Background: an optimization exercise with open tools, aiming at small area, a short achievable clock period and few clock cycles per item. Do not read the settings as production practice.
The RTL was checked by simulation tests, not by an equivalence proof against the original design.
Power and IR drop assume default switching activity.

**design/flow/run.sh**
```bash
#!/bin/bash
# synth_recipe.tcl (not shown) runs the flow's synth.tcl, then flattens the netlist and writes it again
# the make line also repeats each setting of config.mk as NAME=value (left out here)
make -C /OpenROAD-flow-scripts/flow DESIGN_CONFIG=/design/flow/config.mk WORK_HOME=/design/flow/orfs CLKGATE_MAP_FILE= SYNTH_SCRIPT=/design/flow/synth_recipe.tcl finish
```
**design/flow/config.mk**
```make
export PLATFORM = sky130hd
export DESIGN_NAME = ldpc_dec_top
export DESIGN_NICKNAME = ldpc_dec_top
export VERILOG_FILES = /design/flow/design.v
export SDC_FILE = /design/flow/constraint.sdc
export NUM_CORES = 4
export LEC_CHECK = 0
export ABC_AREA = 1
export CAP_MARGIN = 20
export CORE_MARGIN = 2
export CORE_UTILIZATION = 40
export SETUP_SLACK_MARGIN = 1.5
export SLEW_MARGIN = 20
```
**design/flow/constraint.sdc**
```tcl
create_clock -name core_clock -period 4.0 [get_ports {clk}]
set_input_delay 0.8000 -clock core_clock [delete_from_list [all_inputs] [get_ports {clk}]]
set_output_delay 0.8000 -clock core_clock [all_outputs]
set_load 0.01 [all_outputs]
```
**design/flow/design.v**
```verilog
`timescale 1ns/1ns
module ldpc_fdec (
  input  logic [7:0] x,
  output logic [7:0] y
);
  logic _000_, _001_, _002_, _003_, _004_, _005_, _006_, _007_, _008_, _009_, _010_, _011_, _012_, _013_, _014_, _015_, _016_, _017_, _018_, _019_, _020_, _021_, _022_, _023_, _024_, _025_, _026_, _027_, _028_, _029_, _030_, _031_, _032_, _033_, _034_, _035_, _036_, _037_, _038_, _039_, _040_, _041_, _042_, _043_, _044_, _045_, _046_, _047_, _048_, _049_, _050_, _051_, _052_, _053_, _054_, _055_, _056_, _057_, _058_, _059_, _060_, _061_, _062_, _063_, _064_, _065_, _066_, _067_, _068_, _069_, _070_, _071_, _072_, _073_, _074_, _075_, _076_, _077_, _078_, _079_, _080_, _081_, _082_, _083_, _084_, _085_, _086_, _087_, _088_, _089_, _090_, _091_, _092_, _093_, _094_, _095_, _096_, _097_, _098_, _099_, _100_, _101_, _102_, _103_, _104_, _105_, _106_, _107_, _108_, _109_, _110_, _111_, _112_, _113_, _114_, _115_, _116_, _117_, _118_, _119_, _120_, _121_, _122_, _123_, _124_, _125_, _126_, _127_, _128_, _129_, _130_, _131_, _132_, _133_, _134_, _135_, _136_, _137_, _138_, _139_, _140_, _141_, _142_, _143_, _144_, _145_, _146_, _147_, _148_, _149_, _150_, _151_, _152_, _153_, _154_, _155_, _156_, _157_, _158_, _159_, _160_, _161_, _162_, _163_, _164_, _165_, _166_, _167_, _168_, _169_, _170_, _171_, _172_, _173_, _174_, _175_, _176_, _177_, _178_, _179_, _180_, _181_, _182_, _183_, _184_, _185_, _186_, _187_, _188_, _189_, _190_, _191_, _192_, _193_, _194_, _195_, _196_, _197_, _198_, _199_, _200_, _201_, _202_, _203_, _204_, _205_, _206_, _207_, _208_, _209_, _210_, _211_, _212_, _213_, _214_, _215_, _216_, _217_, _218_, _219_, _220_, _221_, _222_, _223_, _224_, _225_, _226_, _227_, _228_, _229_, _230_, _231_, _232_, _233_, _234_, _235_, _236_, _237_, _238_, _239_, _240_, _241_, _242_, _243_, _244_, _245_, _246_, _247_, _248_, _249_, _250_, _251_, _252_, _253_, _254_, _255_, _256_, _257_, _258_, _259_, _260_, _261_, _262_, _263_, _264_, _265_, _266_, _267_, _268_, _269_, _270_, _271_, _272_, _273_, _274_, _275_, _276_, _277_, _278_, _279_, _280_, _281_, _282_, _283_, _284_, _285_, _286_, _287_, _288_, _289_, _290_, _291_, _292_, _293_, _294_, _295_, _296_, _297_, _298_;
  assign _058_ = ~x[6];
  assign _069_ = x[5] & ~(x[1]);
  assign _079_ = x[2] & ~(x[3]);
  assign _090_ = _079_ & _069_;
  assign _101_ = _090_ | _058_;
  assign _112_ = x[3] & ~(x[0]);
  assign _122_ = ~x[1];
  assign _133_ = x[0] & x[1];
  assign _144_ = x[3] ? _122_ : _133_;
  assign _154_ = _144_ | _112_;
  assign _165_ = x[2] | ~(x[5]);
  assign _176_ = x[3] & ~(x[2]);
  assign _187_ = _165_ & ~(_176_);
  assign _198_ = _154_ & ~(_187_);
  assign _208_ = _198_ | _101_;
  assign _219_ = x[1] & x[2];
  assign _230_ = _219_ | x[3];
  assign _232_ = x[4] & ~(x[5]);
  assign _233_ = ~(x[3] & x[2]);
  assign _234_ = ~(_233_ & _232_);
  assign _235_ = _230_ & ~(_234_);
  assign _236_ = _235_ | x[7];
  assign _237_ = x[5] | x[4];
  assign _238_ = ~_237_;
  assign _239_ = ~(x[0] | x[1]);
  assign _240_ = x[2] & ~(_239_);
  assign _241_ = _240_ | _238_;
  assign _242_ = _219_ & ~(_237_);
  assign _243_ = ~x[3];
  assign _244_ = ~(x[0] & x[1]);
  assign _245_ = _243_ & ~(_244_);
  assign _246_ = _245_ | _079_;
  assign _247_ = _246_ | _242_;
  assign _248_ = _241_ & ~(_247_);
  assign _249_ = _248_ | ~(_236_);
  assign _250_ = _249_ & ~(_069_);
  assign _251_ = _250_ | _208_;
  assign _252_ = x[7] & ~(x[6]);
  assign _253_ = x[2] | ~(x[1]);
  assign _254_ = ~(x[5] & x[4]);
  assign _255_ = _254_ | _133_;
  assign _256_ = _253_ & ~(_255_);
  assign _257_ = x[1] & ~(x[5]);
  assign _258_ = x[2] & x[4];
  assign _259_ = _257_ & ~(_258_);
  assign _260_ = _259_ | _256_;
  assign _261_ = x[3] & ~(x[5]);
  assign _262_ = _260_ ? _243_ : _261_;
  assign _263_ = _252_ & ~(_262_);
  assign _264_ = _058_ & ~(_165_);
  assign _265_ = x[3] | ~(x[4]);
  assign _266_ = _265_ | _264_;
  assign _267_ = ~(x[7] | x[6]);
  assign _268_ = x[7] & x[6];
  assign _269_ = _268_ | _267_;
  assign _270_ = _257_ & _079_;
  assign _271_ = _270_ | _269_;
  assign _272_ = _266_ & ~(_271_);
  assign _273_ = _272_ | _263_;
  assign _274_ = x[2] | x[4];
  assign _275_ = _274_ | _257_;
  assign _276_ = x[5] | ~(x[2]);
  assign _277_ = _133_ & ~(_276_);
  assign _278_ = _277_ | _258_;
  assign _279_ = _275_ & ~(_278_);
  assign _280_ = x[3] & ~(_279_);
  assign _281_ = _273_ & ~(_280_);
  assign _282_ = _251_ & ~(_281_);
  assign _283_ = x[3] | x[4];
  assign _284_ = x[1] & x[5];
  assign _285_ = x[0] ? _122_ : _284_;
  assign _286_ = ~x[2];
  assign _287_ = x[3] | x[2];
  assign _288_ = x[1] ? _286_ : _287_;
  assign _289_ = ~(_288_ | _285_);
  assign _290_ = _289_ | _283_;
  assign _291_ = x[5] & ~(x[4]);
  assign _292_ = ~(_291_ | _232_);
  assign _293_ = x[1] & x[3];
  assign _294_ = _293_ & ~(_165_);
  assign _295_ = _233_ & ~(_294_);
  assign _296_ = _292_ & ~(_295_);
  assign _297_ = ~x[0];
  assign _298_ = _287_ | x[1];
  assign _000_ = _298_ | x[5];
  assign _001_ = _297_ & ~(_000_);
  assign _002_ = _001_ | _296_;
  assign _003_ = _002_ | ~(_290_);
  assign _004_ = ~(_003_ & _282_);
  assign _005_ = x[1] ? x[5] : x[3];
  assign _006_ = ~(_005_ & _286_);
  assign _007_ = _291_ & ~(x[1]);
  assign _008_ = _006_ & ~(_007_);
  assign _009_ = _230_ | _101_;
  assign _010_ = _008_ & ~(_009_);
  assign _011_ = _010_ | _236_;
  assign _012_ = _004_ & ~(_011_);
  assign _013_ = _012_ | x[5];
  assign _014_ = ~x[5];
  assign _015_ = x[1] & ~(x[4]);
  assign _016_ = _014_ & ~(_015_);
  assign _017_ = _233_ & ~(_291_);
  assign _018_ = _017_ | _016_;
  assign _019_ = _018_ | ~(_208_);
  assign _020_ = x[4] & ~(_208_);
  assign _021_ = ~(_293_ | _234_);
  assign _022_ = ~(_287_ | _284_);
  assign _023_ = x[6] & ~(x[3]);
  assign _024_ = _023_ | _022_;
  assign _025_ = _024_ | _021_;
  assign _026_ = _025_ | _020_;
  assign _027_ = _019_ & ~(_026_);
  assign _028_ = ~x[7];
  assign _029_ = _292_ ^ _122_;
  assign _030_ = _029_ | ~(_253_);
  assign _031_ = x[2] & x[5];
  assign _032_ = ~(_031_ | _291_);
  assign _033_ = _032_ | x[3];
  assign _034_ = _030_ & ~(_033_);
  assign _035_ = _034_ | _028_;
  assign _036_ = _035_ | _027_;
  assign _037_ = x[7] & x[3];
  assign _038_ = x[6] & ~(_037_);
  assign _039_ = _036_ & ~(_038_);
  assign _040_ = _039_ | _292_;
  assign _041_ = _013_ & ~(_040_);
  assign _042_ = ~(_230_ & _028_);
  assign _043_ = ~(_269_ & _014_);
  assign _044_ = _042_ & ~(_043_);
  assign _045_ = _267_ | ~(_254_);
  assign _046_ = _269_ & ~(_238_);
  assign _047_ = _045_ & ~(_046_);
  assign _048_ = ~(_047_ | _044_);
  assign y[6] = _048_ & ~(_041_);
  assign _049_ = _021_ & ~(_058_);
  assign _050_ = ~(_049_ | _036_);
  assign _051_ = ~(x[6] & x[3]);
  assign _052_ = _291_ & ~(_051_);
  assign _053_ = _012_ & ~(_052_);
  assign y[4] = _053_ | _050_;
  assign _054_ = ~(x[7] | x[3]);
  assign _055_ = _058_ & ~(_054_);
  assign _056_ = ~(_055_ & _292_);
  assign _057_ = _054_ & ~(_014_);
  assign _059_ = _057_ | ~(_056_);
  assign _060_ = _059_ & ~(y[4]);
  assign _061_ = _238_ & ~(_269_);
  assign _062_ = x[6] | ~(x[4]);
  assign _063_ = _062_ & ~(_230_);
  assign _064_ = _045_ & ~(_063_);
  assign _065_ = _064_ | _061_;
  assign _066_ = _269_ & ~(_014_);
  assign _067_ = _230_ & ~(_066_);
  assign _068_ = _065_ & ~(_067_);
  assign _070_ = _068_ | _041_;
  assign y[5] = _070_ | _060_;
  assign _071_ = ~(_254_ & x[3]);
  assign _072_ = ~(_071_ | _239_);
  assign _073_ = x[2] & ~(x[1]);
  assign _074_ = _254_ ^ x[3];
  assign _075_ = _073_ ? _074_ : _072_;
  assign _076_ = x[1] | ~(x[3]);
  assign _077_ = ~(_076_ & _286_);
  assign _078_ = _077_ | _254_;
  assign _080_ = ~_267_;
  assign _081_ = x[3] & x[5];
  assign _082_ = ~(_081_ & x[2]);
  assign _083_ = _122_ & ~(_082_);
  assign _084_ = ~(_083_ | _080_);
  assign _085_ = _084_ & _078_;
  assign _086_ = _085_ & ~(_075_);
  assign _087_ = _282_ & ~(_086_);
  assign _088_ = ~(_285_ & _286_);
  assign _089_ = x[2] & ~(_285_);
  assign _091_ = _254_ & ~(_089_);
  assign _092_ = _082_ & ~(_091_);
  assign _093_ = _088_ & ~(_092_);
  assign _094_ = _089_ & ~(_255_);
  assign _095_ = ~(x[1] & x[4]);
  assign _096_ = _095_ | x[0];
  assign _097_ = _176_ & ~(_096_);
  assign _098_ = _097_ | _094_;
  assign _099_ = _098_ | _093_;
  assign _100_ = _297_ & ~(_283_);
  assign _102_ = _100_ | _081_;
  assign _103_ = _291_ | x[1];
  assign _104_ = _102_ & ~(_103_);
  assign _105_ = _104_ | _080_;
  assign _106_ = _099_ & ~(_105_);
  assign _107_ = _274_ & ~(_133_);
  assign _108_ = _081_ & ~(_107_);
  assign _109_ = _108_ | _090_;
  assign _110_ = _263_ & ~(_109_);
  assign _111_ = _110_ | _106_;
  assign _113_ = _288_ & ~(x[7]);
  assign _114_ = x[7] & ~(_274_);
  assign _115_ = _081_ | _258_;
  assign _116_ = _115_ | _114_;
  assign _117_ = _116_ | _113_;
  assign _118_ = _111_ & ~(_117_);
  assign y[3] = _118_ | _087_;
  assign _119_ = _015_ & ~(_107_);
  assign _120_ = ~(_031_ & _243_);
  assign _121_ = _073_ | _261_;
  assign _123_ = _120_ & ~(_121_);
  assign _124_ = _123_ | _119_;
  assign _125_ = ~(_165_ & _243_);
  assign _126_ = _119_ & ~(_125_);
  assign _127_ = _126_ | _294_;
  assign _128_ = _124_ & ~(_127_);
  assign _129_ = _073_ & ~(_074_);
  assign _130_ = _237_ & ~(_133_);
  assign _131_ = _297_ & ~(_076_);
  assign _132_ = ~(_131_ | _069_);
  assign _134_ = ~(_132_ & _130_);
  assign _135_ = ~(_022_ & x[4]);
  assign _136_ = _134_ & ~(_135_);
  assign _137_ = _136_ | x[7];
  assign _138_ = _137_ | _129_;
  assign _139_ = _138_ | _128_;
  assign _140_ = x[1] ? x[0] : x[5];
  assign _141_ = _140_ | _239_;
  assign _142_ = ~(_141_ | _187_);
  assign _143_ = _137_ & ~(_142_);
  assign _145_ = ~_274_;
  assign _146_ = _144_ & ~(_237_);
  assign _147_ = _134_ & ~(_146_);
  assign _148_ = _147_ ? x[2] : _145_;
  assign _149_ = _143_ & ~(_148_);
  assign _150_ = _149_ | _058_;
  assign _151_ = _139_ & ~(_150_);
  assign y[2] = _151_ | _111_;
  assign _152_ = ~_276_;
  assign _153_ = _244_ ? _145_ : _152_;
  assign _155_ = _008_ & ~(_153_);
  assign _156_ = _028_ & ~(_155_);
  assign _157_ = _237_ | ~(_112_);
  assign _158_ = x[0] & ~(x[5]);
  assign _159_ = _158_ | _130_;
  assign _160_ = _158_ & _274_;
  assign _161_ = _160_ | _239_;
  assign _162_ = _159_ & ~(_161_);
  assign _163_ = _157_ & ~(_162_);
  assign _164_ = x[7] & ~(_163_);
  assign _166_ = _037_ ? x[1] : _253_;
  assign _167_ = _073_ | ~(_016_);
  assign _168_ = _166_ & ~(_167_);
  assign _169_ = _168_ | _058_;
  assign _170_ = _169_ | _164_;
  assign _171_ = _170_ | _156_;
  assign _172_ = _286_ & ~(_113_);
  assign _173_ = _233_ | x[0];
  assign _174_ = _015_ & ~(_173_);
  assign _175_ = x[1] ? _232_ : _291_;
  assign _177_ = ~(_175_ | _174_);
  assign _178_ = _172_ | ~(_177_);
  assign _179_ = _243_ & ~(_096_);
  assign _180_ = _177_ & ~(_179_);
  assign _181_ = _172_ & ~(_180_);
  assign _182_ = _237_ & ~(_028_);
  assign _183_ = _274_ & ~(_182_);
  assign _184_ = _183_ | _268_;
  assign _185_ = _184_ | _181_;
  assign _186_ = _178_ & ~(_185_);
  assign _188_ = _141_ | ~(_032_);
  assign _189_ = _144_ | ~(x[4]);
  assign _190_ = x[5] & ~(_015_);
  assign _191_ = _082_ & ~(_190_);
  assign _192_ = _297_ & ~(_079_);
  assign _193_ = _192_ & ~(_176_);
  assign _194_ = _193_ | _191_;
  assign _195_ = _189_ & ~(_194_);
  assign _196_ = _188_ & ~(_195_);
  assign _197_ = _084_ & ~(_196_);
  assign _199_ = _197_ | _186_;
  assign y[1] = _171_ & ~(_199_);
  assign _200_ = ~(x[0] & x[5]);
  assign _201_ = _200_ | _129_;
  assign _202_ = _297_ & ~(_284_);
  assign _203_ = _291_ & _287_;
  assign _204_ = _202_ & ~(_203_);
  assign _205_ = _174_ | _080_;
  assign _206_ = _205_ | _204_;
  assign _207_ = _201_ & ~(_206_);
  assign _209_ = ~(_050_ | _298_);
  assign _210_ = ~(_274_ & _112_);
  assign _211_ = _210_ | ~(_016_);
  assign _212_ = ~(_211_ & _269_);
  assign _213_ = _152_ & ~(_096_);
  assign _214_ = x[0] & ~(_016_);
  assign _215_ = _214_ | _213_;
  assign _216_ = _215_ | _212_;
  assign _217_ = _216_ | _209_;
  assign _218_ = _252_ & ~(_174_);
  assign _220_ = _218_ | ~(_137_);
  assign _221_ = _220_ & ~(_029_);
  assign _222_ = _287_ & ~(_096_);
  assign _223_ = _222_ | ~(_137_);
  assign _224_ = _233_ & ~(_297_);
  assign _225_ = ~(_224_ & _257_);
  assign _226_ = ~(_000_ & x[6]);
  assign _227_ = _225_ & ~(_226_);
  assign _228_ = _223_ & ~(_227_);
  assign _229_ = _228_ | _221_;
  assign _231_ = _217_ & ~(_229_);
  assign y[0] = _231_ | _207_;
  assign y[7] = x[7];
endmodule
`timescale 1ns/1ns
module ldpc_dec_top (
  input  logic         clk,
  input  logic         rst,
  input  logic         cyc,
  input  logic         stb,
  input  logic         we,
  input  logic [7:0]   adr,
  input  logic [31:0]  dat_w,
  output logic [31:0]  dat_r,
  output logic         ack
);
  localparam int NW   = 20;
  localparam int ND   = 18;
  localparam int NG   = 2;              
  localparam int GS   = ND / NG;        
  localparam int PIPE = 1;              
  logic [7:0]     w [NW];
  logic           ready, run;
  logic [GS:0]    ring;                 
  logic [GS-1:0]  rph;                  
  logic [GS-1:0]  wph;                  
  logic           wlast;                
  logic           req, wr, lo_ok, is_stat, go;
  logic [NW-1:0]  asel, sel;
  logic [7:0]     gm [NG];
  logic [7:0]     gq [NG];
  logic [7:0]     gf [NG];
  logic [7:0]     rw, rd;
  assign req     = cyc & stb;
  assign ack     = req;
  assign wr      = req & we;
  assign is_stat = adr == 8'h41;
  assign go      = wr & (adr == 8'h40) & dat_w[0];
  assign lo_ok = (adr[7:5] == 3'b000) & ~run;
  always_comb begin
    for (int i = 0; i < NW; i++)
      asel[i] = lo_ok & (adr[4:0] == 5'(i));
  end
  assign rph   = ring[GS-1:0];
  assign wph   = ring[GS:1];
  assign wlast = ring[GS];
  always_comb begin
    for (int i = 0; i < NW; i++)
      sel[i] = asel[i] | ((i < ND) ? rph[i % GS] : 1'b0);
  end
  always_comb begin
    rw = '0;
    for (int g = 0; g < NG; g++) begin
      gm[g] = '0;
      for (int j = 0; j < GS; j++)
        gm[g] = gm[g] | ({8{sel[g*GS+j]}} & w[g*GS+j]);
      rw = rw | gm[g];
    end
    for (int i = ND; i < NW; i++)
      rw = rw | ({8{sel[i]}} & w[i]);
  end
  for (genvar g = 0; g < NG; g++) begin : g_unit
    if (PIPE) begin : g_pipe
      always_ff @(posedge clk) gq[g] <= gm[g];
    end else begin : g_comb
      assign gq[g] = gm[g];
    end
    ldpc_fdec u_f (.x(gq[g]), .y(gf[g]));
  end
  assign rd    = rw & {8{~run}};
  assign dat_r = {{24{rd[7]}}, rd[7:1], rd[0] | (is_stat & (ready | wlast))};
  always_ff @(posedge clk) begin
    for (int i = 0; i < NW; i++) begin
      if (i < ND && run) begin
        if (wph[i % GS])
          w[i] <= gf[i / GS];
      end else if (wr && asel[i]) begin
        w[i] <= dat_w[7:0];
      end
    end
  end
  always_ff @(posedge clk) begin
    if (rst) begin
      run   <= 1'b0;
      ready <= 1'b0;
      ring  <= '0;
    end else if (run) begin
      ring <= ring << 1;
      if (wlast) begin
        run   <= 1'b0;
        ready <= 1'b1;
      end
    end else if (go) begin
      run   <= 1'b1;
      ready <= 1'b0;
      ring  <= (GS+1)'(1);
    end else if (wr && asel != '0) begin
      ready <= 1'b0;
    end
  end
endmodule
```
==> results.py, run 1 <==
metrics = {
    "synth": {
        "ys_seq_area_frac": 0.5362,
        "synth_nets": 1214,
        "yosysMostFrequentCell": "nand2_1",
        "syn-instance-count": 1153,
        "ys_top_cells_by_area": "edfxtp_1 (48%), nand2_1 (12%), o21ai_0 (6.0%), dfxtp_1 (5.6%), nor2_1 (3.6%)",
        "async_reset_ff_frac": 0,
        "yosysTopAreaCellShare": 0.4802,
        "ys_ff_latch": 188,
        "synth-edff-count": 160,
        "avgSynthCellArea_sq_um": 8.678,
        "synth_area_sq_mm": 0.01001,
        "netlist.top_cell.by_area": "edfxtp_1",
        "synth_ff_type": "edfxtp_1",
        "synth_commonest_cells": "nand2_1 (314), edfxtp_1 (160), o21ai_0 (120), nor2_1 (95), inv_1 (90)",
        "synth_cell_types": 42,
        "yosys_warnings": 8,
    },
    "worst_setup_path": {
        "cp_cell_sequence": "buf_6 -> buf_8 -> inv_12 -> nand2_8 -> nor2_4 -> nand2_4 -> nor2_4 -> nand2_2 -> nand2_4 -> nand2_2 -> nand3_2 -> nor2_4 -> nand2_4 -> nor3_4 -> buf_6 -> nor2_4 -> buf_6",
        "crit_required_ns": 3.20,
        "worstPathMaxFanout": 6,
        "slowest_stage": "nor2_4",
        "crit_arrival_ns": 2.51,
        "cp-end-kind": "output pin",
        "cp_common_cell": "nor2_4",
        "cp-start-kind": "input port",
        "worstSetupPathType": "in2out",
        "cpPeakStageDelay_ns": 0.23,
    },
    "timing": {
        "max_slew_margin": 0.3533,
        "maxSlewViolCount": 0,
        "rsz0062_at_grt": "true",
        "max_freq_mhz": 301.7,
        "holdWs_ns": 0.4748,
        "final.setup.worst_slack_ns": 0.6851,
        "finalCriticalPeriod_ns": 3.315,
        "fin_crit_sh": 0.8287,
        "skew_ns": 0.01350,
        "worst_slew_pin_slew_ns": 0.9599,
        "setup_viol": 0,
        "finalHoldViolations": 0,
    },
    "routing": {
        "dr_wl_met2_mm": 14.23,
        "postRouteWirelength_mm": 31.01,
        "drc_errors": 0,
        "top_layer_used": "met4",
        "drt-met1-wl_mm": 13.83,
        "drtIter0Drc": 833,
        "vias": 8981,
        "antenna_left": 0,
        "wl_met3_mm": 2.457,
        "drtPass1Iterations": 5,
        "wl_per_cell_um": 19.03,
        "avgViaCountPerCell": 5.510,
    },
    "global_route": {
        "grt_pass1_vias": 8340,
        "antenna_found_initial": 0,
        "groute.usage.overall": 0.2321,
        "grt_pass1_wl_mm": 47.06,
        "grt_overflow_total": 0,
        "grt_max_degree": 34,
    },
    "outcome": {
        "status": "finished clean",
    },
    "die": {
        "ioPinCount": 78,
        "dieArea_sq_mm": 0.02630,
        "fp.dieW_um": 162.2,
        "fp.dieH_um": 162.2,
        "coreArea_sq_mm": 0.02446,
        "num_rows": 57,
        "start_util": 0.4090,
    },
    "cts": {
        "clkSlewWorstSetupHoldPaths_ns": 0.07,
        "cts_buffer_depth": 2,
        "htree_levels": 4,
        "cts-buffers-inserted": 17,
        "clk_latency_ns": 0.44,
        "clkSinkCount": 188,
        "cts_hold_buf": 0,
        "cts-root-buf": "clkbuf_16",
        "cts_tree": "done",
    },
    "final_layout": {
        "num_antenna_cells": 0,
        "seq_area_sq_mm": 0.005389,
        "fillers": 2210,
        "drive_above_1_share": 0.3101,
        "multi_input_area_sq_mm": 0.004702,
        "fin_util": 0.5275,
        "syn_to_final_growth_pct": 28.97,
        "finish.instance_area_sq_mm": 0.01290,
        "final_nets": 1354,
    },
    "placement": {
        "post-dp-hpwl_mm": 22.45,
        "dpl_cell_area_sq_mm": 0.01141,
        "place_ws_ns": -0.2900,
        "numPortBuffers": 53,
        "gp_congestion": 0.9479,
    },
    "power": {
        "power.leakage_nw": 5.385,
        "ir_drop_v": 0.0003182,
        "pwr_density_cell_mw_per_mm2": 310.5,
    },
    "run": {
        "maxCapViolations": 0,
    },
    "min_path": {
        "hold_path.class": "reg2reg",
    },
}
[metrics by stage]
step                      TNS, ns  instances  power (mW)
final                           0       1630       4.007
after global routing            0       1630       4.123
after CTS                       0       1620       4.001
after detailed placement   -8.370       1566       2.418
after global placement     -6.437       1566       2.418
after floorplan                 0       1153       2.308
[critical path, delay by kind of cell]
kind	cells	cell delay [ns]
buffers and inverters	5	0.54
and+or+nand+nor	12	1.17
[what timing repair did]
item / CTS / global route
gates cloned: 2 / 0
endpoints found under the hold margin: 0 / 0
gates resized for setup: 292 / 141
setup buffers: 20 / 10
pin swaps: 49 / 59
setup endpoints to repair: 175 / 255
[metal layers]
metal / up-vias / GRT usage
met5: - / 0
met3: 52 / 0.03498
li1: 4241 / -
met1: 4269 / 0.3370
met2: 419 / 0.3696
met4: 0 / 0.05109
[final timing paths]
kind	from	endpoint	slack [ns]	cells after the start
max	adr[5]	dat_r[20]	0.69	17
min	ready	ready	0.47	2
max reg2reg	run	w[5][1]	1.39	5
min reg2reg	ready	ready	0.47	2
[cell families (layout without fill, tap and decap cells)]
| family | count (synthesis) | after routing | share of synthesized area |
|---|---|---|---|
| AOI/OAI and AO/OA | 245 | 245 | 0.1371 |
| xor gates and xnor gates | 2 | 2 | 0.001751 |
| adders and majority gates | 16 | 16 | 0.02001 |
| buffers and inverters | 159 | 310 | 0.07428 |
| DFF | 188 | 188 | 0.5362 |
| and+or+nand+nor | 543 | 545 | 0.2307 |
[flip-flops by register name, indices dropped and copies added (netlist names)]
name,flops
w,160
gq,16
ring,10
ready,1
run,1
[report_power, final]
| group | leakage, nW | switching, mW | internal [mW] |
|---|---|---|---|
| registers | 1.67 | 0.00858 | 2.12 |
| clock network | 0.272 | 0.780 | 0.821 |
| logic | 3.44 | 0.171 | 0.103 |
[cell usage in the layout (no fill, tap or decap), types with 14 or more instances in the layout]
| cell | n |
|---|---|
| o21ai_2 | 16 |
| o21ai_0 | 80 |
| o21ai_1 | 30 |
| buf_2 | 26 |
| edfxtp_1 | 160 |
| buf_4 | 103 |
| a21oi_2 | 18 |
| nand2_2 | 40 |
| nand2_1 | 261 |
| nor2_4 | 25 |
| nand3_2 | 14 |
| inv_1 | 81 |
| nand3_1 | 56 |
| nor2_2 | 17 |
| buf_6 | 30 |
| clkbuf_16 | 17 |
| nor2_1 | 67 |
| dfxtp_1 | 15 |
| nor3_1 | 16 |
| nand2_4 | 19 |
| a21oi_1 | 49 |
[final cells by class]
cell class | count | share of cell area
inverter | 103 | 0.03345
multi-input combinational | 808 | 0.3644
clock inverter | 14 | 0.009889
tap | 324 | 0.03141
timing repair buffer | 175 | 0.1100
sequential | 188 | 0.4176
clock buffer | 18 | 0.03326
Testbench counts, summed over its fixed seeds: cycles 3,008, items 64.
==> run 2, diff against run 1 <==
--- a/design/flow/config.mk
+++ b/design/flow/config.mk
@@ -5,7 +5,6 @@
 export SDC_FILE = /design/flow/constraint.sdc
 export NUM_CORES = 4
 export LEC_CHECK = 0
-export ABC_AREA = 1
 export CAP_MARGIN = 20
 export CORE_MARGIN = 2
 export CORE_UTILIZATION = 40
==> results.py, run 2 <==
metrics = {
    "synth": {
        "netlist.top_cell.by_area": "edfxtp_1",
        "avgSynthCellArea_sq_um": 10.63,
        "synth_ff_type": "edfxtp_1",
        "synth_cell_types": 82,
        "ys_top_cells_by_area": "edfxtp_1 (47%), dfxtp_1 (5.5%), o21ai_0 (3.8%), a21oi_1 (3.6%), nand2_1 (2.2%)",
        "yosysMostFrequentCell": "edfxtp_1",
        "ys_ff_latch": 188,
        "synth_area_sq_mm": 0.01025,
        "ys_seq_area_frac": 0.5236,
        "synth_nets": 1025,
        "synth_commonest_cells": "edfxtp_1 (160), o21ai_0 (78), a21oi_1 (73), nand2_1 (61), nor2_1 (60)",
        "yosys_warnings": 8,
        "async_reset_ff_frac": 0,
        "yosysTopAreaCellShare": 0.4689,
        "syn-instance-count": 964,
        "synth-edff-count": 160,
    },
    "cts": {
        "cts-buffers-inserted": 17,
        "clkSlewWorstSetupHoldPaths_ns": 0.07,
        "htree_levels": 4,
        "cts_hold_buf": 0,
        "cts_buffer_depth": 2,
        "cts_tree": "done",
        "clkSinkCount": 188,
        "clk_latency_ns": 0.43,
        "cts-root-buf": "clkbuf_16",
    },
    "placement": {
        "numPortBuffers": 53,
        "gp_congestion": 0.9100,
        "post-dp-hpwl_mm": 21.12,
        "numPlacedInstances": 1356,
        "place_ws_ns": -0.6176,
    },
    "power": {
        "pwr_density_cell_mw_per_mm2": 309.3,
        "comb_power_share": 0.080,
        "fin_total_pwr_mw": 4.190,
        "power.leakage_nw": 5.032,
        "p_seq_frac": 0.508,
        "p_sw_mw": 1.006,
        "internal_power_mw": 3.184,
        "netSwitchingFraction": 0.2402,
        "clkPwrFrac": 0.412,
        "ir_drop_v": 0.0002306,
    },
    "global_route": {
        "groute.usage.overall": 0.2372,
        "grt_overflow_total": 0,
        "grt_pass1_vias": 8315,
        "grt_max_degree": 42,
        "grt_pass1_wl_mm": 48.96,
        "antenna_found_initial": 0,
    },
    "worst_setup_path": {
        "cp-end-kind": "output pin",
        "slowest_stage": "or4_4",
        "worstPathMaxFanout": 5,
        "crit_family": "buffers and inverters",
        "crit_required_ns": 3.20,
        "crit_buf_inv": 7,
        "crit_arrival_ns": 3.02,
        "cpPeakStageDelay_ns": 0.54,
        "worstSetupPathType": "in2out",
        "cp_common_cell": "buf_6",
        "cp_cell_sequence": "buf_8 -> or4_4 -> buf_12 -> buf_6 -> o41ai_4 -> a22o_1 -> a221oi_2 -> nand4_1 -> buf_12 -> buf_6 -> o31a_4 -> buf_4 -> buf_6",
        "cp-start-kind": "input port",
    },
    "final_layout": {
        "drive_above_1_share": 0.3275,
        "instances_no_fill": 1478,
        "num_antenna_cells": 0,
        "final_cell_mix": "edfxtp_1 (160), buf_4 (153), a21oi_1 (68)",
        "syn_to_final_growth_pct": 32.19,
        "largest_register_ffs": 160,
        "layout_commonest_cell": "edfxtp_1",
        "top_register": "w",
        "final_nets": 1196,
        "largestRegisters": "w: 160 flops, gq: 16 flops, ring: 10 flops",
    },
    "timing": {
        "fin_crit_sh": 0.9543,
        "max_freq_mhz": 262.0,
        "worst_slew_pin_slew_ns": 0.9491,
        "finalCriticalPeriod_ns": 3.817,
        "finalHoldViolations": 0,
        "setup_viol": 0,
        "max_slew_margin": 0.3606,
        "final.setup.worst_slack_ns": 0.1828,
        "rsz0062_at_grt": "true",
        "maxSlewViolCount": 0,
        "skew_ns": 0.01054,
    },
    "die": {
        "start_util": 0.4069,
        "fp.dieW_um": 164.1,
        "ioPinCount": 78,
        "coreArea_sq_mm": 0.02518,
        "num_rows": 58,
        "dieArea_sq_mm": 0.02691,
        "fp.dieH_um": 164.1,
    },
    "routing": {
        "antenna_left": 0,
        "wl_per_cell_um": 21.59,
        "drtIter0Drc": 1071,
        "avgViaCountPerCell": 5.980,
        "drtPass1Iterations": 7,
        "vias": 8838,
        "drc_errors": 0,
        "postRouteWirelength_mm": 31.91,
    },
    "min_path": {
        "hold_path.class": "reg2reg",
    },
    "run": {
        "maxCapViolations": 0,
    },
    "outcome": {
        "status": "finished clean",
    },
}
[run 2: cell type report]
class,instances,area [sq um]
fillers,2138,11640
flip-flops and latches,188,5393
multi-input cells,655,4843
repair buffers,238,2126
clock buffers,18,429.2
well taps,330,412.9
clock inverters,14,187.7
inverters,35,153.9
[run 2: timing repair]
| action | CTS | global route |
|---|---|---|
| pin swaps | 45 | 37 |
| cloned | 5 | 0 |
| setup buffers | 66 | 19 |
| setup endpoints to repair | 296 | 243 |
| gates resized for setup | 275 | 48 |
[run 2: cell families after synthesis]
| family | count (synthesis) | share of synthesized area |
|---|---|---|
| compound gates | 363 | 0.2575 |
| simple gates | 255 | 0.1255 |
| flops | 188 | 0.5236 |
| buf+inv | 125 | 0.05751 |
| fa+ha+maj | 16 | 0.01954 |
| mux | 14 | 0.01380 |
| xor+xnor | 3 | 0.002565 |
[run 2: power by group through the flow]
stage / registers (mW) / logic [mW] / clock network [mW]
2_1_floorplan: 2.17 / 0.160 / 0
3_3_place_gp: 2.18 / 0.269 / 0
3_5_place_dp: 2.18 / 0.271 / 0
4_1_cts: 2.13 / 0.314 / 1.74
5_1_grt: 2.13 / 0.360 / 1.82
6_report: 2.13 / 0.337 / 1.73
[run 2: worst register-to-register path, delay by kind of cell (launching register included)]
| kind | cells | cell delay, ns |
|---|---|---|
| AOI/OAI and AO/OA | 3 | 0.55 |
| buffers and inverters | 19 | 2.38 |
| DFF | 1 | 0.36 |
| and+or+nand+nor | 2 | 0.31 |
[run 2: metal layers]
metal  part of all wire  vias to the layer above  global-route usage
li1                   -                     4094                   -
met5                  0                        -                   0
met1               0.44                     4322              0.3406
met4              0.022                        0             0.06539
met2               0.47                      377              0.3810
met3              0.061                       45             0.02753
[run 2: final timing paths]
kind | from | endpoint | slack, ns | cells past startpoint
worst max-delay path | adr[7] | dat_r[28] | 0.18 | 13
worst max register to register | run | gq[0][1] | 0.29 | 24
worst min-delay path | ready | ready | 0.48 | 2
worst min register to register | ready | ready | 0.48 | 2
[run 2: through the flow]
step	TNS, ns	utilization	instance area, sq um	hold WS, ns
after floorplan	0	-	10330	0.4435
after global placement	-18.00	0.4614	11620	0.4601
after detailed placement	-19.09	0.4614	11620	0.4682
after CTS	0	0.5257	13240	0.4774
after global routing	0	0.5379	13550	0.5020
final	0	0.5379	13550	0.4798
==> run 3, diff against run 2 <==
--- a/design/flow/config.mk
+++ b/design/flow/config.mk
@@ -5,6 +5,7 @@
 export SDC_FILE = /design/flow/constraint.sdc
 export NUM_CORES = 4
 export LEC_CHECK = 0
+export ABC_CLOCK_PERIOD_IN_PS = 1500
 export CAP_MARGIN = 20
 export CORE_MARGIN = 2
 export CORE_UTILIZATION = 40
==> results.py, run 3 <==
metrics = {
    "synth": {
        "synth_ff_type": "edfxtp_1",
        "ys_ff_latch": 188,
        "avgSynthCellArea_sq_um": 10.63,
        "yosysMostFrequentCell": "edfxtp_1",
        "yosys_warnings": 8,
        "netlist.top_cell.by_area": "edfxtp_1",
        "synth_cell_types": 82,
        "synth_area_sq_mm": 0.01025,
        "synth.area.mux_share": 0.01380,
        "synth_commonest_cells": "edfxtp_1 (160), o21ai_0 (78), a21oi_1 (73), nand2_1 (61), nor2_1 (60)",
        "synth_compound_area_frac": 0.2575,
        "synth_nets": 1025,
        "ys_top_cells_by_area": "edfxtp_1 (47%), dfxtp_1 (5.5%), o21ai_0 (3.8%), a21oi_1 (3.6%), nand2_1 (2.2%)",
        "yosysTopAreaCellShare": 0.4689,
        "synth-xor-area-share": 0.002564,
        "ys_seq_area_frac": 0.5236,
        "synth-edff-count": 160,
        "async_reset_ff_frac": 0,
        "synth_top_family_by_area": "compound AO/OA/AOI/OAI gates",
        "synth-adder-area-share": 0.01954,
        "synth-simple-area-share": 0.1255,
        "syn-instance-count": 964,
    },
    "placement": {
        "post-dp-hpwl_mm": 21.12,
        "gp_congestion": 0.9100,
        "numPlacedInstances": 1356,
        "numPortBuffers": 53,
    },
    "cts": {
        "clkSinkCount": 188,
        "clk_latency_ns": 0.43,
        "cts-buffers-inserted": 17,
        "clkSlewWorstSetupHoldPaths_ns": 0.07,
        "cts_buffer_depth": 2,
        "cts-root-buf": "clkbuf_16",
        "cts_tree": "done",
        "cts_hold_buf": 0,
        "htree_levels": 4,
    },
    "power": {
        "pwr_density_cell_mw_per_mm2": 309.3,
        "ir_drop_v": 0.0002306,
        "power.leakage_nw": 5.032,
        "fin_total_pwr_mw": 4.190,
    },
    "worst_setup_path": {
        "regToRegEndpoint": "gq[0][1]",
        "cp-start-kind": "input port",
        "worstPathMaxFanout": 5,
        "crit_arrival_ns": 3.02,
        "crit_family": "buffers and inverters",
        "cp_common_cell": "buf_6",
        "reg2reg_slack_ns": 0.29,
        "worstSetupPathType": "in2out",
        "r2r_cells": 24,
        "crit_required_ns": 3.20,
        "crit_buf_inv": 7,
        "cp-end-kind": "output pin",
        "reg2reg_from": "run",
        "slowest_stage": "or4_4",
        "cpPeakStageDelay_ns": 0.54,
        "cp_cell_sequence": "buf_8 -> or4_4 -> buf_12 -> buf_6 -> o41ai_4 -> a22o_1 -> a221oi_2 -> nand4_1 -> buf_12 -> buf_6 -> o31a_4 -> buf_4 -> buf_6",
    },
    "die": {
        "coreArea_sq_mm": 0.02518,
        "dieArea_sq_mm": 0.02691,
        "ioPinCount": 78,
        "num_rows": 58,
        "start_util": 0.4069,
        "fp.dieH_um": 164.1,
        "fp.dieW_um": 164.1,
    },
    "routing": {
        "drtPass1Iterations": 7,
        "wl_per_cell_um": 21.59,
        "avgViaCountPerCell": 5.980,
        "drtIter0Drc": 1071,
        "vias": 8838,
        "antenna_left": 0,
        "drc_errors": 0,
        "postRouteWirelength_mm": 31.91,
    },
    "timing": {
        "max_freq_mhz": 262.0,
        "tns_ns": 0,
        "setup_viol": 0,
        "maxSlewViolCount": 0,
        "fin_crit_sh": 0.9543,
        "finalCriticalPeriod_ns": 3.817,
        "finalHoldViolations": 0,
        "worst_slew_pin_slew_ns": 0.9491,
        "rsz0062_at_grt": "true",
        "skew_ns": 0.01054,
        "holdWs_ns": 0.4798,
        "max_slew_margin": 0.3606,
    },
    "min_path": {
        "min_from": "ready",
        "hold_depth": 2,
        "holdPathEnd": "ready",
        "hold_path.class": "reg2reg",
    },
    "final_layout": {
        "largestRegisters": "w: 160 flops, gq: 16 flops, ring: 10 flops",
        "num_antenna_cells": 0,
        "layout_commonest_cell": "edfxtp_1",
        "drive_above_1_share": 0.3275,
        "final_cell_mix": "edfxtp_1 (160), buf_4 (153), a21oi_1 (68)",
        "top_register": "w",
        "largest_register_ffs": 160,
        "syn_to_final_growth_pct": 32.19,
        "instances_no_fill": 1478,
        "final_nets": 1196,
    },
    "global_route": {
        "antenna_found_initial": 0,
        "grt_pass1_wl_mm": 48.96,
        "grt_overflow_total": 0,
        "grt_max_degree": 42,
        "groute.usage.overall": 0.2372,
        "grt_pass1_vias": 8315,
    },
    "outcome": {
        "status": "finished clean",
    },
    "run": {
        "maxCapViolations": 0,
    },
}
-- run 3: cell counts after synthesis --
No cell type changed its count.
-- run 3: final cells by class --
cell class	count	area [sq um]
fill	2138	11640
sequential	188	5393
multi-input combinational	655	4843
timing repair buffer	238	2126
clock buffer	18	429.2
tap	330	412.9
clock inverter	14	187.7
inverter	35	153.9
-- run 3: kinds of logic after synthesis --
group           Yosys count
xor+xnor                  3
flops                   188
simple gates            255
compound gates          363
mux                      14
fa+ha+maj                16
buf+inv                 125
-- run 3: worst max-delay path by stage --
stage / start / endpoint / depth (start not counted)
finish: adr[7] / dat_r[28] / 13
global route: adr[7] / dat_r[28] / 13
CTS: adr[6] / dat_r[2] / 11
detailed placement: adr[5] / dat_r[17] / 9
global placement: adr[5] / dat_r[8] / 9
floorplan: adr[5] / dat_r[10] / 8
-- run 3: what timing repair did --
item | in CTS | in global routing
pin swaps | 45 | 37
gates resized for setup | 275 | 48
setup endpoints to repair | 296 | 243
setup buffers | 66 | 19
cloned | 5 | 0
-- run 3: worst reg2reg max path, stage by stage, from the launching register on --
cell and delay, ns:
dfxtp_1 0.36, or4_4 0.17, buf_4 0.13, buf_16 0.11, o41ai_4 0.07, buf_4 0.18, a22o_1 0.23, a221oi_4 0.25
nand3_2 0.14, buf_4 0.16, buf_4 0.12, buf_4 0.12, buf_4 0.12, buf_4 0.12, buf_4 0.12, buf_4 0.12
buf_4 0.12, buf_4 0.12, buf_4 0.12, buf_4 0.12, buf_4 0.12, buf_4 0.12, buf_4 0.12, buf_4 0.12
buf_4 0.12
-- run 3: metrics by stage --
step           cell area [sq um]    util  setup WS [ns]
2_1_floorplan              10330       -         0.4710
3_3_place_gp               11620  0.4614        -0.5744
3_5_place_dp               11620  0.4614        -0.6176
4_1_cts                    13240  0.5257         0.1168
5_1_grt                    13550  0.5379         0.1041
6_report                   13550  0.5379         0.1828
-- run 3: where the power goes --
group,internal (mW),switching (mW)
registers,2.12,0.00708
clock network,0.909,0.816
logic,0.153,0.184
total,3.18,1.01
-- run 3: layer usage --
layer	global-route usage	vias up	wire length (um)
met4	0.06539	0	688
li1	-	4094	-
met3	0.02753	45	1962
met2	0.3810	377	15060
met5	0	-	0
met1	0.3406	4322	14200
==> run 4, diff against run 3 <==
==> design/flow/config.mk (replaced) <==
export PLATFORM = sky130hd
export DESIGN_NAME = ldpc_dec_top
export DESIGN_NICKNAME = ldpc_dec_top
export VERILOG_FILES = /design/flow/design.v
export SDC_FILE = /design/flow/constraint.sdc
export NUM_CORES = 4
export LEC_CHECK = 0
export ABC_AREA = 1
export CAP_MARGIN = 20
export CORE_MARGIN = 2
export CORE_UTILIZATION = 50
export SETUP_SLACK_MARGIN = 1.5
export SLEW_MARGIN = 20
==> results.py, run 4 <==
metrics = {
    "outcome": {
        "status": "finished clean",
    },
    "run": {
        "maxCapViolations": 0,
    },
    "final_layout": {
        "top_register": "w",
        "fillers": 1657,
        "multi_input_area_sq_mm": 0.004538,
        "num_antenna_cells": 0,
        "final_nets": 1353,
        "drive_above_1_share": 0.2912,
        "largest_register_ffs": 160,
        "instances_no_fill": 1570,
        "seq_area_sq_mm": 0.005403,
        "largestRegisters": "w: 160 flops, gq: 16 flops, ring: 10 flops",
        "syn_to_final_growth_pct": 26.51,
        "finish.instance_area_sq_mm": 0.01266,
        "final_cell_mix": "nand2_1 (276), edfxtp_1 (160), buf_4 (106)",
        "layout_commonest_cell": "nand2_1",
    },
    "worst_setup_path": {
        "cp-end-kind": "output pin",
        "r2r_cells": 12,
        "worstPathMaxFanout": 7,
        "regToRegEndpoint": "w[17][0]",
        "crit_required_ns": 3.20,
        "crit_arrival_ns": 2.58,
        "cp_cell_sequence": "buf_4 -> nor2_4 -> buf_4 -> nand4_4 -> nor2_2 -> o21ai_0 -> nand2_1 -> a21oi_2 -> nand3_2 -> nor3_4 -> buf_6 -> nor2_4 -> buf_6",
        "reg2reg_from": "gq[1][5]",
        "crit_buf_inv": 4,
        "worstSetupPathType": "in2out",
        "crit_cells": 13,
        "reg2reg_slack_ns": 1.56,
        "slowest_stage": "nor3_4",
        "crit_family": "simple AND/OR/NAND/NOR gates",
        "cp-start-kind": "input port",
        "cpPeakStageDelay_ns": 0.32,
    },
    "routing": {
        "drtIter0Drc": 746,
        "postRouteWirelength_mm": 29.85,
        "drc_errors": 0,
        "wl_per_cell_um": 19.01,
        "drtPass1Iterations": 5,
        "avgViaCountPerCell": 5.608,
        "vias": 8804,
        "antenna_left": 0,
    },
    "die": {
        "fp.dieH_um": 145.5,
        "ioPinCount": 78,
        "dieArea_sq_mm": 0.02116,
        "fp.dieW_um": 145.5,
        "num_rows": 51,
        "coreArea_sq_mm": 0.01953,
        "start_util": 0.5124,
    },
    "global_route": {
        "grt_pass1_wl_mm": 46.62,
        "grt_max_degree": 35,
        "groute.usage.overall": 0.2817,
        "grt_overflow_total": 0,
        "antenna_found_initial": 0,
        "grt_pass1_vias": 8323,
    },
    "synth": {
        "async_reset_ff_frac": 0,
        "synth_cell_types": 42,
        "avgSynthCellArea_sq_um": 8.678,
        "ys_top_cells_by_area": "edfxtp_1 (48%), nand2_1 (12%), o21ai_0 (6.0%), dfxtp_1 (5.6%), nor2_1 (3.6%)",
        "synth_top_family_by_area": "simple AND/OR/NAND/NOR gates",
        "synth-simple-area-share": 0.2307,
        "synth.area.mux_share": 0,
        "synth_area_sq_mm": 0.01001,
        "netlist.top_cell.by_area": "edfxtp_1",
        "ys_ff_latch": 188,
        "synth_nets": 1214,
        "synth-edff-count": 160,
        "synth-xor-area-share": 0.001751,
        "ys_seq_area_frac": 0.5362,
        "yosysMostFrequentCell": "nand2_1",
        "yosysTopAreaCellShare": 0.4802,
        "synth-adder-area-share": 0.02001,
        "yosys_warnings": 8,
        "synth_ff_type": "edfxtp_1",
        "synth_commonest_cells": "nand2_1 (314), edfxtp_1 (160), o21ai_0 (120), nor2_1 (95), inv_1 (90)",
        "syn-instance-count": 1153,
        "synth_compound_area_frac": 0.1371,
    },
    "cts": {
        "cts_tree": "done",
        "htree_levels": 4,
        "clkSlewWorstSetupHoldPaths_ns": 0.07,
        "cts-root-buf": "clkbuf_16",
        "clkSinkCount": 188,
        "cts_buffer_depth": 2,
        "clk_latency_ns": 0.43,
        "cts-buffers-inserted": 17,
    },
    "timing": {
        "final.setup.worst_slack_ns": 0.6167,
        "finalHoldViolations": 0,
        "finalCriticalPeriod_ns": 3.383,
        "max_slew_margin": 0.5391,
        "max_freq_mhz": 295.6,
        "setup_viol": 0,
        "worst_slew_pin_slew_ns": 0.6867,
        "skew_ns": 0.006418,
        "maxSlewViolCount": 0,
        "rsz0062_at_grt": "true",
        "tns_ns": 0,
        "fin_crit_sh": 0.8458,
    },
    "placement": {
        "numPlacedInstances": 1492,
        "dpl_cell_area_sq_mm": 0.01121,
        "gp_congestion": 0.9424,
        "numPortBuffers": 53,
        "place_ws_ns": -0.3942,
        "post-dp-hpwl_mm": 21.56,
    },
    "min_path": {
        "holdPathEnd": "ready",
        "hold_depth": 2,
        "min_from": "ready",
        "hold_path.class": "reg2reg",
    },
    "power": {
        "power.leakage_nw": 5.282,
        "pwr_density_cell_mw_per_mm2": 315.1,
        "ir_drop_v": 0.0002691,
    },
}
-- run 4: cell count changes after synthesis, moves of 19 or more --
cell      previous run  this run
a221oi_1            19         0
clkbuf_1            43        12
inv_1               34        90
nand2_1             61       314
nand2b_1            23         0
nand3_1             28        70
nor2_1              60        95
nor2b_1             27         0
o21ai_0             78       120
-- run 4: timing repair --
item | CTS | global route
hold buffers | 0 | 0
resized for setup | 310 | 67
buffers inserted | 26 | 17
setup endpoints to repair | 166 | 177
pin swaps | 53 | 41
gates cloned | 3 | 0
-- run 4: through the flow --
| step | power, mW | hold slack, ns | utilization |
|---|---|---|---|
| finish | 3.989 | 0.4629 | 0.6483 |
| global route | 4.105 | 0.4950 | 0.6483 |
| CTS | 3.992 | 0.4646 | 0.6310 |
| detailed placement | 2.416 | 0.4538 | 0.5741 |
| global placement | 2.417 | 0.4489 | 0.5741 |
| floorplan | 2.308 | 0.4393 | - |
-- run 4: area by class of cell --
cell class              instances  share of cell area
clock buffers                  18             0.03390
clock inverters                14             0.01008
inverters                     103             0.03380
multi-input cells             809              0.3585
flip-flops and latches        188              0.4268
well taps                     265             0.02619
repair buffers                173              0.1107
-- run 4: logic make-up (layout without fill, tap and decap cells) --
| kind of cell | after synthesis | in the layout |
|---|---|---|
| DFF | 188 | 188 |
| adders and majority gates | 16 | 16 |
| xor gates and xnor gates | 2 | 2 |
| and+or+nand+nor | 543 | 546 |
| buffers and inverters | 159 | 308 |
| AOI/OAI and AO/OA | 245 | 245 |
-- run 4: report_power, final --
group | total, mW | leakage [nW] | switching (mW) | internal [mW]
Clock | 1.59 | 0.269 | 0.769 | 0.822
Combinational | 0.270 | 3.34 | 0.169 | 0.101
Sequential | 2.13 | 1.67 | 0.00876 | 2.12
Total | 3.99 | 5.28 | 0.946 | 3.04
-- run 4: worst max-delay path by stage --
stage           start         to  slack, ns
6_report       adr[7]  dat_r[28]       0.62
5_1_grt        adr[5]  dat_r[16]       0.51
4_1_cts        adr[5]  dat_r[29]       0.59
3_5_place_dp   adr[7]  dat_r[18]      -0.39
3_3_place_gp   adr[7]  dat_r[28]      -0.35
2_1_floorplan  adr[5]  dat_r[10]       0.95
-- run 4: worst reg2reg max path: cells and delay by family, from the launching register on --
family	cells	cell delay (ns)
buffers and inverters	1	0.13
AND/OR/NAND/NOR	8	1.11
AO/OA/AOI/OAI	3	0.51
flip-flops	1	0.40
-- run 4: per-layer routing --
| layer | vias up | global-route usage | part of all wire |
|---|---|---|---|
| li1 | 4241 | - | - |
| met1 | 4152 | 0.3918 | 0.44 |
| met2 | 352 | 0.4592 | 0.47 |
| met3 | 59 | 0.04514 | 0.063 |
| met4 | 0 | 0.08284 | 0.023 |
| met5 | - | 0 | 0 |
==> run 5, diff against run 4 <==
--- a/design/flow/config.mk
+++ b/design/flow/config.mk
@@ -9,5 +9,6 @@
 export CAP_MARGIN = 20
 export CORE_MARGIN = 2
 export CORE_UTILIZATION = 50
+export CTS_BUF_LIST = sky130_fd_sc_hd__clkbuf_4 sky130_fd_sc_hd__clkbuf_8
 export SETUP_SLACK_MARGIN = 1.5
 export SLEW_MARGIN = 20
==> results.py, run 5 <==
metrics = {
    "outcome": {
        "status": "finished clean",
    },
    "synth": {
        "synth-xor-area-share": 0.001751,
        "synth-edff-count": 160,
        "synth_top_family_by_area": "simple AND/OR/NAND/NOR gates",
        "yosysMostFrequentCell": "nand2_1",
        "synth.area.mux_share": 0,
        "synth_cell_types": 42,
        "yosysTopAreaCellShare": 0.4802,
        "synth_area_sq_mm": 0.01001,
        "synth_compound_area_frac": 0.1371,
        "synth-simple-area-share": 0.2307,
        "netlist.top_cell.by_area": "edfxtp_1",
        "yosys_warnings": 8,
        "synth_nets": 1214,
        "synth_commonest_cells": "nand2_1 (314), edfxtp_1 (160), o21ai_0 (120), nor2_1 (95), inv_1 (90)",
        "ys_ff_latch": 188,
        "syn-instance-count": 1153,
        "synth_ff_type": "edfxtp_1",
        "ys_top_cells_by_area": "edfxtp_1 (48%), nand2_1 (12%), o21ai_0 (6.0%), dfxtp_1 (5.6%), nor2_1 (3.6%)",
        "ys_seq_area_frac": 0.5362,
        "async_reset_ff_frac": 0,
        "avgSynthCellArea_sq_um": 8.678,
        "synth-adder-area-share": 0.02001,
    },
    "global_route": {
        "grt_max_degree": 35,
        "grt_pass1_wl_mm": 46.18,
        "groute.usage.overall": 0.2788,
        "antenna_found_initial": 0,
        "grt_pass1_vias": 8197,
        "grt_overflow_total": 0,
    },
    "worst_setup_path": {
        "cp_cell_sequence": "buf_8 -> buf_6 -> inv_12 -> nand2_8 -> nor2_4 -> nand2_4 -> nor2_4 -> nand2_2 -> nand2_2 -> nand2_1 -> nand2_1 -> a21oi_2 -> nand3_2 -> nor3_4 -> buf_6 -> nor2_4 -> buf_6",
        "worstPathMaxFanout": 7,
        "reg2reg_slack_ns": 1.62,
        "worstSetupPathType": "in2out",
        "r2r_cells": 12,
        "crit_buf_inv": 5,
        "crit_family": "simple AND/OR/NAND/NOR gates",
        "reg2reg_from": "gq[1][5]",
        "slowest_stage": "nor2_4",
        "cpPeakStageDelay_ns": 0.23,
        "cp-start-kind": "input port",
        "regToRegEndpoint": "w[10][0]",
        "crit_required_ns": 3.20,
        "cp-end-kind": "output pin",
        "crit_arrival_ns": 2.57,
    },
    "min_path": {
        "hold_path.class": "reg2reg",
        "holdPathEnd": "ready",
        "min_from": "ready",
        "hold_depth": 2,
    },
    "cts": {
        "cts-buffers-inserted": 17,
        "htree_levels": 4,
        "clkSlewWorstSetupHoldPaths_ns": 0.09,
        "cts_tree": "done",
        "cts-root-buf": "clkbuf_8",
        "clkSinkCount": 188,
        "cts_buffer_depth": 2,
        "clk_latency_ns": 0.47,
    },
    "timing": {
        "max_slew_margin": 0.5632,
        "rsz0062_at_grt": "true",
        "setup_viol": 0,
        "worst_slew_pin_slew_ns": 0.6508,
        "finalCriticalPeriod_ns": 3.366,
        "finalHoldViolations": 0,
        "maxSlewViolCount": 0,
        "skew_ns": 0.01376,
        "fin_crit_sh": 0.8416,
        "max_freq_mhz": 297.1,
    },
    "die": {
        "fp.dieH_um": 145.5,
        "ioPinCount": 78,
        "dieArea_sq_mm": 0.02116,
        "fp.dieW_um": 145.5,
        "num_rows": 51,
        "coreArea_sq_mm": 0.01953,
        "start_util": 0.5124,
    },
    "power": {
        "pwr_density_cell_mw_per_mm2": 288.2,
        "fin_total_pwr_mw": 3.576,
        "ir_drop_v": 0.0002671,
        "power.leakage_nw": 5.167,
    },
    "final_layout": {
        "top_register": "w",
        "final_cell_mix": "nand2_1 (278), edfxtp_1 (160), buf_4 (106)",
        "drive_above_1_share": 0.2830,
        "largest_register_ffs": 160,
        "final_nets": 1352,
        "syn_to_final_growth_pct": 24.00,
        "fillers": 1705,
        "largestRegisters": "w: 160 flops, gq: 16 flops, ring: 10 flops",
        "layout_commonest_cell": "nand2_1",
        "num_antenna_cells": 0,
        "finish.instance_area_sq_mm": 0.01241,
    },
    "routing": {
        "postRouteWirelength_mm": 29.46,
        "drc_errors": 0,
        "avgViaCountPerCell": 5.569,
        "vias": 8737,
        "drtPass1Iterations": 5,
        "wl_per_cell_um": 18.77,
        "drtIter0Drc": 777,
        "antenna_left": 0,
    },
    "placement": {
        "post-dp-hpwl_mm": 21.56,
        "dpl_cell_area_sq_mm": 0.01121,
        "gp_congestion": 0.9424,
        "numPortBuffers": 53,
    },
    "run": {
        "maxCapViolations": 0,
    },
}
run 5: what timing repair did:
action	CTS	global route
hold buffers	0	0
setup endpoints to repair	159	166
pin swaps	42	36
cloned	3	0
resized for setup	288	73
setup buffers	21	21
run 5: worst min-delay path, cell delays in order (launching register included):
cell     delay (ns)
dfxtp_1        0.32
nand2_1        0.06
a21oi_1        0.05
run 5: kinds of logic (layout without fill, tap and decap cells):
group                    Yosys count  count (layout)
AO/OA/AOI/OAI                    245             245
flip-flops                       188             188
XOR/XNOR                           2               2
buffers and inverters            159             307
adder cells (fa/ha/maj)           16              16
AND/OR/NAND/NOR                  543             546
run 5: worst max path at each step:
stage / start / depth (start not counted) / endpoint / slack (ns)
6_report: adr[5] / 17 / dat_r[28] / 0.63
5_1_grt: adr[5] / 17 / dat_r[16] / 0.52
4_1_cts: adr[5] / 15 / dat_r[29] / 0.57
3_5_place_dp: adr[7] / 13 / dat_r[18] / -0.39
3_3_place_gp: adr[7] / 13 / dat_r[28] / -0.35
2_1_floorplan: adr[5] / 14 / dat_r[10] / 0.95
run 5: area by class of cell:
cell class / count / area, sq um / share of cell area
flip-flops and latches: 188 / 5403 / 0.4355
clock buffers: 18 / 241.5 / 0.01946
clock inverters: 14 / 127.6 / 0.01029
repair buffers: 172 / 1378 / 0.1110
multi-input cells: 809 / 4498 / 0.3625
inverters: 103 / 427.9 / 0.03449
well taps: 265 / 331.6 / 0.02672
run 5: routing by layer:
layer  part of all wire  wire [um]  track usage  up-vias
li1                   -          -            -     4233
met3              0.066       1951      0.04639       49
met1               0.44      13040       0.3934     4084
met2               0.47      13750       0.4491      371
met4              0.024        709      0.07745        0
met5                  0          0            0        -
run 5: stage by stage:
| stage | setup TNS, ns | worst slack [ns] | hold WS, ns | util | cells |
|---|---|---|---|---|---|
| after floorplan | 0 | 0.9463 | 0.4393 | - | 1153 |
| after global placement | -10.52 | -0.3544 | 0.4489 | 0.5741 | 1492 |
| after detailed placement | -11.32 | -0.3942 | 0.4538 | 0.5741 | 1492 |
| after CTS | 0 | 0.5747 | 0.4685 | 0.6164 | 1548 |
| after global routing | 0 | 0.5174 | 0.4993 | 0.6354 | 1569 |
| final | 0 | 0.6338 | 0.4648 | 0.6354 | 1569 |
run 5: power by group:
group	total [mW]	switching (mW)	internal, mW
clock network	1.18	0.719	0.463
registers	2.13	0.00880	2.12
logic	0.266	0.166	0.0999
==> run 6, diff against run 5 <==
--- a/design/flow/config.mk
+++ b/design/flow/config.mk
@@ -10,5 +10,6 @@
 export CORE_MARGIN = 2
 export CORE_UTILIZATION = 50
 export CTS_BUF_LIST = sky130_fd_sc_hd__clkbuf_4 sky130_fd_sc_hd__clkbuf_8
+export PLACE_DENSITY = 0.75
 export SETUP_SLACK_MARGIN = 1.5
 export SLEW_MARGIN = 20
==> results.py, run 6 <==
metrics = {
    "outcome": {
        "status": "finished clean",
    },
    "worst_setup_path": {
        "cp_common_cell": "buf_6",
        "cpPeakStageDelay_ns": 0.22,
        "cp-end-kind": "output pin",
        "crit_required_ns": 3.20,
        "worstSetupPathType": "in2out",
        "crit_buf_inv": 7,
        "cp_cell_sequence": "buf_6 -> buf_6 -> inv_6 -> nand2_8 -> nor2_4 -> nand2_4 -> nor2_4 -> nand2_2 -> nand2_4 -> nand2_4 -> nand2_2 -> a21oi_2 -> nand3_2 -> nor3_4 -> nor2_4 -> buf_6 -> buf_12 -> buf_16 -> buf_6",
        "worstPathMaxFanout": 6,
        "crit_family": "simple AND/OR/NAND/NOR gates",
        "cp-start-kind": "input port",
        "crit_arrival_ns": 2.67,
        "slowest_stage": "nor3_4",
    },
    "routing": {
        "avgViaCountPerCell": 5.822,
        "drtPass1Iterations": 7,
        "vias": 9315,
        "drc_errors": 0,
        "drtIter0Drc": 1161,
        "antenna_left": 0,
        "wl_per_cell_um": 19.72,
        "postRouteWirelength_mm": 31.55,
    },
    "die": {
        "fp.dieW_um": 145.5,
        "ioPinCount": 78,
        "fp.dieH_um": 145.5,
        "num_rows": 51,
        "start_util": 0.5124,
        "coreArea_sq_mm": 0.01953,
        "dieArea_sq_mm": 0.02116,
    },
    "global_route": {
        "groute.usage.overall": 0.2910,
        "grt_overflow_total": 0,
        "grt_pass1_vias": 8697,
        "grt_max_degree": 32,
        "antenna_found_initial": 0,
        "grt_pass1_wl_mm": 47.49,
    },
    "final_layout": {
        "syn_to_final_growth_pct": 28.85,
        "drive_above_1_share": 0.3004,
        "largest_register_ffs": 160,
        "top_register": "w",
        "final_nets": 1383,
        "final_cell_mix": "nand2_1 (268), edfxtp_1 (160), buf_4 (127)",
        "layout_commonest_cell": "nand2_1",
        "instances_no_fill": 1600,
        "num_antenna_cells": 0,
        "fin_util": 0.6603,
        "largestRegisters": "w: 160 flops, gq: 16 flops, ring: 10 flops",
    },
    "power": {
        "ir_drop_v": 0.0003269,
        "fin_total_pwr_mw": 3.629,
        "power.leakage_nw": 5.395,
        "pwr_density_cell_mw_per_mm2": 281.5,
    },
    "synth": {
        "synth_commonest_cells": "nand2_1 (314), edfxtp_1 (160), o21ai_0 (120), nor2_1 (95), inv_1 (90)",
        "synth_area_sq_mm": 0.01001,
        "yosysTopAreaCellShare": 0.4802,
        "synth-adder-area-share": 0.02001,
        "synth-simple-area-share": 0.2307,
        "async_reset_ff_frac": 0,
        "yosys_warnings": 8,
        "avgSynthCellArea_sq_um": 8.678,
        "synth-xor-area-share": 0.001751,
        "syn-instance-count": 1153,
        "ys_ff_latch": 188,
        "synth_top_family_by_area": "simple AND/OR/NAND/NOR gates",
        "netlist.top_cell.by_area": "edfxtp_1",
        "synth-edff-count": 160,
        "synth.area.mux_share": 0,
        "synth_compound_area_frac": 0.1371,
        "synth_ff_type": "edfxtp_1",
        "synth_nets": 1214,
        "yosysMostFrequentCell": "nand2_1",
        "synth_cell_types": 42,
        "ys_top_cells_by_area": "edfxtp_1 (48%), nand2_1 (12%), o21ai_0 (6.0%), dfxtp_1 (5.6%), nor2_1 (3.6%)",
        "ys_seq_area_frac": 0.5362,
    },
    "timing": {
        "holdWs_ns": 0.4706,
        "max_freq_mhz": 287.9,
        "setup_viol": 0,
        "rsz0062_at_grt": "true",
        "finalHoldViolations": 0,
        "skew_ns": 0.009752,
        "worst_slew_pin_slew_ns": 0.7254,
        "max_slew_margin": 0.5158,
        "maxSlewViolCount": 0,
        "finalCriticalPeriod_ns": 3.473,
        "fin_crit_sh": 0.8683,
        "tns_ns": 0,
    },
    "run": {
        "maxCapViolations": 0,
    },
    "cts": {
        "cts_hold_buf": 0,
        "cts_tree": "done",
        "clkSlewWorstSetupHoldPaths_ns": 0.09,
        "htree_levels": 4,
        "cts-root-buf": "clkbuf_8",
        "clkSinkCount": 188,
        "cts-buffers-inserted": 17,
        "cts_buffer_depth": 2,
        "clk_latency_ns": 0.48,
    },
    "placement": {
        "numPlacedInstances": 1498,
        "numPortBuffers": 53,
        "post-dp-hpwl_mm": 21.63,
        "gp_congestion": 0.9694,
    },
    "min_path": {
        "hold_path.class": "reg2reg",
    },
}
run 6: cell counts after synthesis:
Identical to the previous run, type by type.
run 6: where the power goes:
group / switching (mW) / leakage, nW / internal (mW)
clock: 0.698 / 0.184 / 0.511
combinational: 0.179 / 3.54 / 0.114
sequential: 0.00734 / 1.67 / 2.12
run 6: cell type report:
| type | count | area [sq um] |
|---|---|---|
| clock inverter | 14 | 140.1 |
| fill | 1530 | 6634 |
| clock buffer | 18 | 241.5 |
| timing repair inverter | 1 | 5.005 |
| inverter | 103 | 424.2 |
| sequential | 188 | 5391 |
| multi-input combinational | 806 | 4542 |
| timing repair buffer | 205 | 1817 |
| tap | 265 | 331.6 |
run 6: worst paths after layout:
kind                            slack [ns]  cells after the start    from        end
worst max-delay path                  0.53                     19  adr[7]  dat_r[26]
worst min-delay path                  0.47                      2   ready      ready
worst min register to register        0.47                      2   ready      ready
worst max register to register        0.78                     24     run   gq[1][2]
run 6: what timing repair did:
action	4_1_cts	5_1_grt
endpoints found under the setup margin	158	226
pin swaps	60	37
gates resized for setup	297	84
setup buffers	52	14
cloned	3	1
run 6: cells by family (layout without fill, tap and decap cells):
| family | Yosys count | after routing |
|---|---|---|
| and+or+nand+nor | 543 | 543 |
| AOI/OAI and AO/OA | 245 | 245 |
| DFF | 188 | 188 |
| buffers and inverters | 159 | 341 |
| adders and majority gates | 16 | 16 |
| xor gates and xnor gates | 2 | 2 |
run 6: worst reg2reg max path: stages, from the launching register on:
cell and delay, ns:
dfxtp_1 0.38, nor2_4 0.07, nand2_2 0.10, inv_2 0.06
nand2_4 0.12, buf_4 0.13, nor2_1 0.03, buf_4 0.17
o21ai_1 0.12, nand2_1 0.08, a21oi_2 0.12, nand3_2 0.12
buf_4 0.15, buf_4 0.12, buf_4 0.13, buf_4 0.13
buf_4 0.12, buf_4 0.12, buf_4 0.12, buf_4 0.12
buf_4 0.12, buf_4 0.12, buf_4 0.12, buf_4 0.12
buf_4 0.13
run 6: routing by layer:
layer	track usage	wire length, um	share of wire	vias up
met5	0	0	0	-
met2	0.4637	14830	0.47	569
met3	0.06176	3065	0.097	86
met1	0.3946	12630	0.40	4372
met4	0.1083	1019	0.032	0
li1	-	-	-	4288
run 6: through the flow:
step | area [sq um] | setup WS (ns)
after floorplan | 10140 | 0.9463
after global placement | 11280 | -0.1842
after detailed placement | 11280 | -0.2367
after CTS | 12510 | 0.5332
after global routing | 12890 | 0.4524
final | 12890 | 0.5267

## static timing again, ports no longer ideal
The results above use ideal ports. As a check the final layouts listed here were re-extracted and re-timed, cells and wires unchanged.
Step 1 (the two cells are an assumption about what drives the block):
set clk [get_ports {clk}]
set_driving_cell -lib_cell sky130_fd_sc_hd__clkbuf_16 $clk
set_driving_cell -lib_cell sky130_fd_sc_hd__buf_2 [delete_from_list [all_inputs] $clk]
Step 2 moves the port delays by t, midway between the first and last clock arrival at a register: inputs arrive t later, outputs are due t later. That takes back most of the time a late clock gives input paths.
a / b / c = ideal ports / drivers / drivers and shift; a / b = the first two.
run | t (ns) | slack for setup (ns) | worst hold slack (ns) | latest minus earliest clock arrival (ns) | pins driven straight from the clock port
run 1 | 0.471 | 0.685 / 0.654 / 0.654 | 0.475 / 0.475 / 0.475 | 0.014 / 0.015 | 1
run 2 | 0.470 | 0.183 / 0.145 / -0.246 | 0.480 / 0.480 / 0.480 | 0.013 / 0.013 | 1
run 3 | 0.470 | 0.183 / 0.145 / -0.246 | 0.480 / 0.480 / 0.480 | 0.013 / 0.013 | 1
run 4 | 0.473 | 0.617 / 0.545 / 0.545 | 0.463 / 0.463 / 0.463 | 0.009 / 0.010 | 1
run 5 | 0.501 | 0.634 / 0.575 / 0.575 | 0.465 / 0.465 / 0.465 | 0.016 / 0.016 | 1
run 6 | 0.508 | 0.527 / 0.465 / 0.151 | 0.471 / 0.471 / 0.471 | 0.011 / 0.011 | 1
With both steps, setup timing fails in run 2 and run 3, where it was met with ideal ports.
